What follows belongs to an exercise in optimizing a design on an open flow for small area, a short achievable clock period and few clock cycles per item; a production flow would make more cautious choices.
The RTL was checked by simulation tests, not by an equivalence proof against the original design.
Power figures rest on the tool's default switching activity, not on a simulated workload.

==> v31: inputs <==
// fft16_digit_reverse_buf
module fft16_digit_reverse_buf #(
    parameter int DATA_W = 32,
    parameter int N      = 16
) (
    input  logic                  clk,
    input  logic                  rst_n,
    input  logic                  in_valid,
    output logic                  in_ready,
    input  logic [DATA_W-1:0]     in_re,
    input  logic [DATA_W-1:0]     in_im,
    output logic                  out_valid,
    input  logic                  out_ready,
    output logic [DATA_W-1:0]     out_re,
    output logic [DATA_W-1:0]     out_im,
    output logic [3:0]            out_idx,
    output logic                  out_last
);
==> module fft16_digit_reverse_buf, before the edit <==
module fft16_digit_reverse_buf #(
    parameter int DATA_W = 32,
    parameter int N      = 16
) (
    input  logic                  clk,
    input  logic                  rst_n,
    input  logic                  in_valid,
    output logic                  in_ready,
    input  logic [DATA_W-1:0]     in_re,
    input  logic [DATA_W-1:0]     in_im,
    output logic                  out_valid,
    input  logic                  out_ready,
    output logic [DATA_W-1:0]     out_re,
    output logic [DATA_W-1:0]     out_im,
    output logic [3:0]            out_idx,
    output logic                  out_last
);
    localparam int NS  = fft16_pkg::NSLOT;
    localparam int PHW = fft16_pkg::PHW;
    localparam int DW  = 2 * DATA_W;
    logic [PHW-1:0] wph_q, rph_q, wph_inc, rph_inc;    
    logic [3:0]     wcnt_q, rcnt_q, wcnt_inc, rcnt_inc;
    logic [NS-1:0]  t_q, t_d;                           
    logic [NS-1:0]  wsel_q, wsel_d, rsel_q, rsel_d;
    logic           fa_q;                               
    logic           avail_q;                            
    logic           byp_q;                              
    logic           full_q;
    logic           nq_q, np_q;                         
    logic [3:0]     rl_q, rl_d;                         
    logic           out_valid_q;
    logic [3:0]     out_idx_q;
    logic           out_last_q;
    logic [DW-1:0]  out_q, rd_data;
    logic           wr_fire, can_load, rd_load, in_ready_c;
    assign can_load   = !out_valid_q || out_ready;
    assign in_ready_c = !np_q || (!nq_q && out_ready);
    assign wr_fire    = in_valid && in_ready_c;
    assign rd_load    = rl_q[{in_valid, out_ready}];
    assign wcnt_inc = wcnt_q + 4'd1;
    assign rcnt_inc = rcnt_q + 4'd1;
    assign wph_inc  = (wcnt_q != 4'(N - 1)) ? wph_q : (wph_q == PHW'(fft16_pkg::NPH - 1)) ? '0 : wph_q + 1'b1;
    assign rph_inc  = (rcnt_q != 4'(N - 1)) ? rph_q : (rph_q == PHW'(fft16_pkg::NPH - 1)) ? '0 : rph_q + 1'b1;
    localparam int F_AV = 0, F_BY = 1, F_FULL = 2, F_NQ = 3, F_NP = 4, F_FA = 5, F_OV = 6;
    function automatic logic [6:0] mk(input logic av, input logic by, input logic full,
                                      input logic ov);
        mk[F_AV]   = av;
        mk[F_BY]   = by;
        mk[F_FULL] = full;
        mk[F_NQ]   = !(av || by);
        mk[F_NP]   = full && (ov || !(av || by));
        mk[F_FA]   = full && av;
        mk[F_OV]   = ov;
    endfunction
    function automatic logic [3:0] rl_of(input logic [6:0] f);
        rl_of[0] = !f[F_OV] && f[F_AV];
        rl_of[1] = f[F_AV];
        rl_of[2] = !f[F_OV] && (f[F_AV] || (f[F_BY] && !f[F_NP]));
        rl_of[3] = f[F_AV] || (f[F_BY] && (!f[F_NP] || !f[F_NQ]));
    endfunction
    logic [6:0] f_w, f_r, f_wr, f_0, f_d;
    always_comb begin
        f_w  = mk(fft16_pkg::avail_w(t_q, rcnt_q), fft16_pkg::byp_w(t_q, rcnt_q), t_q[NS-2],
                  out_valid_q && !out_ready);
        f_r  = mk(fft16_pkg::avail_r(t_q, rcnt_q), fft16_pkg::byp_r(t_q, rcnt_q), 1'b0, 1'b1);
        f_wr = mk(fft16_pkg::avail_wr(t_q, rcnt_q), fft16_pkg::byp_wr(t_q, rcnt_q), full_q, 1'b1);
        f_0  = mk(avail_q, byp_q, full_q, out_valid_q && !out_ready);
        case ({wr_fire, rd_load})
            2'b10:   begin f_d = f_w;  t_d = {t_q[NS-2:0], 1'b1}; end
            2'b01:   begin f_d = f_r;  t_d = {1'b0, t_q[NS-1:1]}; end
            2'b11:   begin f_d = f_wr; t_d = t_q; end
            default: begin f_d = f_0;  t_d = t_q; end
        endcase
        case ({wr_fire, rd_load})
            2'b10:   rl_d = rl_of(f_w);
            2'b01:   rl_d = rl_of(f_r);
            2'b11:   rl_d = rl_of(f_wr);
            default: rl_d = rl_of(f_0);
        endcase
        wsel_d = wr_fire ? fft16_pkg::wr_slot_nxt(wph_q, wcnt_q) : fft16_pkg::wr_slot(wph_q, wcnt_q);
        if (f_d[F_FULL]) wsel_d = '0;
        rsel_d = rd_load ? fft16_pkg::rd_slot_nxt(rph_q, rcnt_q) : fft16_pkg::rd_slot(rph_q, rcnt_q);
    end
    fft16_bank_ram #(.W(DW), .NS(NS)) u_pool (
        .clk   (clk),
        .wsel  (wsel_q | (rsel_q & {NS{fa_q && can_load}})),
        .wdata ({in_re, in_im}),
        .rsel  (rsel_q),
        .rdata (rd_data)
    );
    always_ff @(posedge clk or negedge rst_n) begin
        if (!rst_n) begin
            wph_q       <= '0;
            wcnt_q      <= '0;
            rph_q       <= '0;
            rcnt_q      <= '0;
            t_q         <= '0;
            fa_q        <= 1'b0;
            avail_q     <= 1'b0;
            byp_q       <= 1'b1;
            full_q      <= 1'b0;
            nq_q        <= 1'b0;
            np_q        <= 1'b0;
            out_valid_q <= 1'b0;
            rl_q        <= 4'b1100;
        end else begin
            t_q         <= t_d;
            fa_q        <= f_d[F_FA];
            avail_q     <= f_d[F_AV];
            byp_q       <= f_d[F_BY];
            full_q      <= f_d[F_FULL];
            nq_q        <= f_d[F_NQ];
            np_q        <= f_d[F_NP];
            out_valid_q <= f_d[F_OV];
            rl_q        <= rl_d;
            if (wr_fire) begin
                wcnt_q <= wcnt_inc;
                wph_q  <= wph_inc;
            end
            if (rd_load) begin
                rcnt_q <= rcnt_inc;
                rph_q  <= rph_inc;
            end
        end
    end
    always_ff @(posedge clk) begin
        wsel_q <= wsel_d;
        rsel_q <= rsel_d;
    end
    always_ff @(posedge clk) begin
        if (can_load) begin
            out_q      <= byp_q ? {in_re, in_im} : rd_data;
            out_idx_q  <= fft16_pkg::digit_rev4(rcnt_q);
            out_last_q <= (rcnt_q == 4'(N - 1));
        end
    end
    assign in_ready  = in_ready_c;
    assign out_valid = out_valid_q;
    assign out_re    = out_q[DW-1:DATA_W];
    assign out_im    = out_q[DATA_W-1:0];
    assign out_idx   = out_idx_q;
    assign out_last  = out_last_q;
endmodule
clock: 4.0 ns
lec_check: 0
cap_margin: 20
core_margin: 2
core_utilization: 65
cts_cluster_diameter: 100
cts_cluster_size: 30
setup_slack_margin: 1.8
slew_margin: 20
standard.sh (not shown) runs the stock make flow with config.mk's settings and CLKGATE_MAP_FILE= SYNTH_SCRIPT=/design/flow/synth_recipe.tcl, a recipe that flattens the netlist after the stock synthesis.
==> flow/flow/run.sh <==
#!/bin/bash
# The standard layout (the standard.sh: ORFS synthesis to final layout), with one change:
# the input and output port buffers are plain sky130_fd_sc_hd__buf_2 cells instead of the
# delay cells buffer_ports picks by default. Every port still gets its own buffer.
# make's full output goes to standard.log in the work folder; ORFS's per-step logs stay under
# orfs/logs/.
set -euo pipefail
export BUFFER_PORTS_ARGS="-buffer_cell sky130_fd_sc_hd__buf_2"
bash standard.sh finish > standard.log 2>&1
==> v27: changes against v31 <==
--- a/flow/design.v
+++ b/flow/design.v
@@ -592,8 +592,8 @@
     logic           fa_q;                               
-    logic           avail_q;                            
-    logic           byp_q;                              
-    logic           full_q;
-    logic           nq_q, np_q;                         
-    logic [3:0]     rl_q, rl_d;                         
-    logic           out_valid_q;
+    logic           avail_q, avail_d;                   
+    logic           byp_q, byp_d;                       
+    logic           full_q, full_d;
+    logic           nq_q, np_q, nq_d, np_d, fa_d;       
+    logic           aw, bw, ar, br, awr, bwr;
+    logic           out_valid_q, out_valid_d;
     logic [3:0]     out_idx_q;
@@ -605,3 +605,3 @@
     assign wr_fire    = in_valid && in_ready_c;
-    assign rd_load    = rl_q[{in_valid, out_ready}];
+    assign rd_load    = can_load && (avail_q || (byp_q && wr_fire));
     assign wcnt_inc = wcnt_q + 4'd1;
@@ -610,40 +610,50 @@
     assign rph_inc  = (rcnt_q != 4'(N - 1)) ? rph_q : (rph_q == PHW'(fft16_pkg::NPH - 1)) ? '0 : rph_q + 1'b1;
-    localparam int F_AV = 0, F_BY = 1, F_FULL = 2, F_NQ = 3, F_NP = 4, F_FA = 5, F_OV = 6;
-    function automatic logic [6:0] mk(input logic av, input logic by, input logic full,
-                                      input logic ov);
-        mk[F_AV]   = av;
-        mk[F_BY]   = by;
-        mk[F_FULL] = full;
-        mk[F_NQ]   = !(av || by);
-        mk[F_NP]   = full && (ov || !(av || by));
-        mk[F_FA]   = full && av;
-        mk[F_OV]   = ov;
-    endfunction
-    function automatic logic [3:0] rl_of(input logic [6:0] f);
-        rl_of[0] = !f[F_OV] && f[F_AV];
-        rl_of[1] = f[F_AV];
-        rl_of[2] = !f[F_OV] && (f[F_AV] || (f[F_BY] && !f[F_NP]));
-        rl_of[3] = f[F_AV] || (f[F_BY] && (!f[F_NP] || !f[F_NQ]));
-    endfunction
-    logic [6:0] f_w, f_r, f_wr, f_0, f_d;
     always_comb begin
-        f_w  = mk(fft16_pkg::avail_w(t_q, rcnt_q), fft16_pkg::byp_w(t_q, rcnt_q), t_q[NS-2],
-                  out_valid_q && !out_ready);
-        f_r  = mk(fft16_pkg::avail_r(t_q, rcnt_q), fft16_pkg::byp_r(t_q, rcnt_q), 1'b0, 1'b1);
-        f_wr = mk(fft16_pkg::avail_wr(t_q, rcnt_q), fft16_pkg::byp_wr(t_q, rcnt_q), full_q, 1'b1);
-        f_0  = mk(avail_q, byp_q, full_q, out_valid_q && !out_ready);
+        aw  = fft16_pkg::avail_w(t_q, rcnt_q);
+        bw  = fft16_pkg::byp_w(t_q, rcnt_q);
+        ar  = fft16_pkg::avail_r(t_q, rcnt_q);
+        br  = fft16_pkg::byp_r(t_q, rcnt_q);
+        awr = fft16_pkg::avail_wr(t_q, rcnt_q);
+        bwr = fft16_pkg::byp_wr(t_q, rcnt_q);
         case ({wr_fire, rd_load})
-            2'b10:   begin f_d = f_w;  t_d = {t_q[NS-2:0], 1'b1}; end
-            2'b01:   begin f_d = f_r;  t_d = {1'b0, t_q[NS-1:1]}; end
-            2'b11:   begin f_d = f_wr; t_d = t_q; end
-            default: begin f_d = f_0;  t_d = t_q; end
-        endcase
-        case ({wr_fire, rd_load})
-            2'b10:   rl_d = rl_of(f_w);
-            2'b01:   rl_d = rl_of(f_r);
-            2'b11:   rl_d = rl_of(f_wr);
-            default: rl_d = rl_of(f_0);
+            2'b10: begin
+                t_d     = {t_q[NS-2:0], 1'b1};
+                full_d  = t_q[NS-2];
+                avail_d = aw;
+                byp_d   = bw;
+                nq_d    = !(aw || bw);
+                np_d    = t_q[NS-2] && ((out_valid_q && !out_ready) || !(aw || bw));
+                fa_d    = t_q[NS-2] && aw;
+            end
+            2'b01: begin
+                t_d     = {1'b0, t_q[NS-1:1]};
+                full_d  = 1'b0;
+                avail_d = ar;
+                byp_d   = br;
+                nq_d    = !(ar || br);
+                np_d    = 1'b0;
+                fa_d    = 1'b0;
+            end
+            2'b11: begin
+                t_d     = t_q;
+                full_d  = full_q;
+                avail_d = awr;
+                byp_d   = bwr;
+                nq_d    = !(awr || bwr);
+                np_d    = full_q;
+                fa_d    = full_q && awr;
+            end
+            default: begin
+                t_d     = t_q;
+                full_d  = full_q;
+                avail_d = avail_q;
+                byp_d   = byp_q;
+                nq_d    = nq_q;
+                np_d    = full_q && ((out_valid_q && !out_ready) || nq_q);
+                fa_d    = fa_q;
+            end
         endcase
+        out_valid_d = can_load ? rd_load : out_valid_q;
         wsel_d = wr_fire ? fft16_pkg::wr_slot_nxt(wph_q, wcnt_q) : fft16_pkg::wr_slot(wph_q, wcnt_q);
-        if (f_d[F_FULL]) wsel_d = '0;
+        if (full_d) wsel_d = '0;
         rsel_d = rd_load ? fft16_pkg::rd_slot_nxt(rph_q, rcnt_q) : fft16_pkg::rd_slot(rph_q, rcnt_q);
@@ -664,2 +674,4 @@
             t_q         <= '0;
+            wsel_q      <= fft16_pkg::wr_slot('0, '0);
+            rsel_q      <= fft16_pkg::rd_slot('0, '0);
             fa_q        <= 1'b0;
@@ -671,13 +683,13 @@
             out_valid_q <= 1'b0;
-            rl_q        <= 4'b1100;
         end else begin
             t_q         <= t_d;
-            fa_q        <= f_d[F_FA];
-            avail_q     <= f_d[F_AV];
-            byp_q       <= f_d[F_BY];
-            full_q      <= f_d[F_FULL];
-            nq_q        <= f_d[F_NQ];
-            np_q        <= f_d[F_NP];
-            out_valid_q <= f_d[F_OV];
-            rl_q        <= rl_d;
+            wsel_q      <= wsel_d;
+            rsel_q      <= rsel_d;
+            fa_q        <= fa_d;
+            avail_q     <= avail_d;
+            byp_q       <= byp_d;
+            full_q      <= full_d;
+            nq_q        <= nq_d;
+            np_q        <= np_d;
+            out_valid_q <= out_valid_d;
             if (wr_fire) begin
@@ -692,6 +704,2 @@
     end
-    always_ff @(posedge clk) begin
-        wsel_q <= wsel_d;
-        rsel_q <= rsel_d;
-    end
     always_ff @(posedge clk) begin
==> flow/run.sh (new file) <==
#!/bin/bash
# synth_recipe.tcl (not shown) runs the flow's synth.tcl, then flattens the netlist and writes it again
# the make line also repeats each setting of config.mk as NAME=value (left out here)
make -C /OpenROAD-flow-scripts/flow DESIGN_CONFIG=/design/flow/config.mk WORK_HOME=/design/flow/orfs CLKGATE_MAP_FILE= SYNTH_SCRIPT=/design/flow/synth_recipe.tcl finish
--- a/flow/config.mk
+++ b/flow/config.mk
@@ -12,3 +12,3 @@
 export CTS_CLUSTER_SIZE = 30
-export SETUP_SLACK_MARGIN = 1.8
+export SETUP_SLACK_MARGIN = 2.2
 export SLEW_MARGIN = 20
removed: flow/flow/run.sh
removed: flow/standard.sh
==> v21: changes against v31 <==
==> flow/run.sh (new file) <==
#!/bin/bash
# synth_recipe.tcl (not shown) runs the flow's synth.tcl, then flattens the netlist and writes it again
# the make line also repeats each setting of config.mk as NAME=value (left out here)
make -C /OpenROAD-flow-scripts/flow DESIGN_CONFIG=/design/flow/config.mk WORK_HOME=/design/flow/orfs CLKGATE_MAP_FILE= SYNTH_SCRIPT=/design/flow/synth_recipe.tcl finish
removed: flow/flow/run.sh
removed: flow/standard.sh
==> qor summary <==
| metric | v27 | v31 | v21 |
|---|---|---|---|
| Critical path's largest stage delay | 0.52 ns | 0.48 ns | 0.52 ns |
| Period utilisation layout | 59.71% | 57.44% | 55.82% |
| Fraction of standard cell area in multi-input logic | 19.29% | 20.13% | 19.64% |
| Number of buffers outside the clock class in the layout | 429 | 194 | 202 |
| Initial cell density of the core | 65.61% | 65.69% | 65.69% |
| Clock network area share | 2.216% | 2.524% | 2.438% |
| Total leakage power | 0.01212 uW | 0.009694 uW | 0.009795 uW |
| Result of the run | complete, no violations | complete, no violations | complete, no violations |
| Worst skew pair latency | 0.63 ns | 0.60 ns | 0.62 ns |
| Reg power frac | 40.3% | 51.9% | 51.0% |
| Mapped cell area | 26670 um2 | 26700 um2 | 26700 um2 |
| Launching point of the worst reg2reg path | rsel_q[1] | rcnt_q[1] | rcnt_q[0] |
| Nonclk inv count | 30 | 30 | 31 |
| Ant. Diodes | 2 | 3 | 1 |
| Met2 routing resource usage after global routing | 57.60% | 47.73% | 45.59% |
| Critical Path Stages | 8 | 9 | 8 |
Testbench counts of v31, summed over its fixed seeds: cycles 7,347, items 6,144.
Testbench counts of v27, summed over its fixed seeds: cycles 7,347, items 6,144.
Testbench counts of v21, summed over its fixed seeds: cycles 7,347, items 6,144.

-- what the ideal ports hide --
The results above use ideal ports. As a check the final layouts listed here were re-extracted and re-timed, cells and wires unchanged. Step 1: set_driving_cell puts a clkbuf_16 on clk and a buf_2 on each other input, an assumption about the parent block. Step 2 moves the port delays by t, midway between the first and last clock arrival at a register: inputs arrive t later, outputs are due t later. That takes back most of the time a late clock gives input paths. a / b / c = ideal ports / drivers / drivers and shift; a / b = the first two.
run | t (ns) | setup WS [ns] | hold WS [ns] | worst slew at a driven data input, ns | pins driven straight from the clock port
v31 | 0.657 | 1.702 / 1.702 / 1.248 | 0.279 / 0.244 / 0.575 | 0.08 | 1
v27 | 0.682 | 1.611 / 1.611 / 1.333 | 0.284 / 0.242 / 0.609 | 0.09 | 1
v21 | 0.657 | 1.767 / 1.764 / 1.326 | 0.566 / 0.560 / 0.566 | 0.09 | 1
After both steps setup and hold are still met in every run listed. The setup slack of v31, which loses most, moves by 0.000 ns with the drivers and by -0.454 ns with both steps.
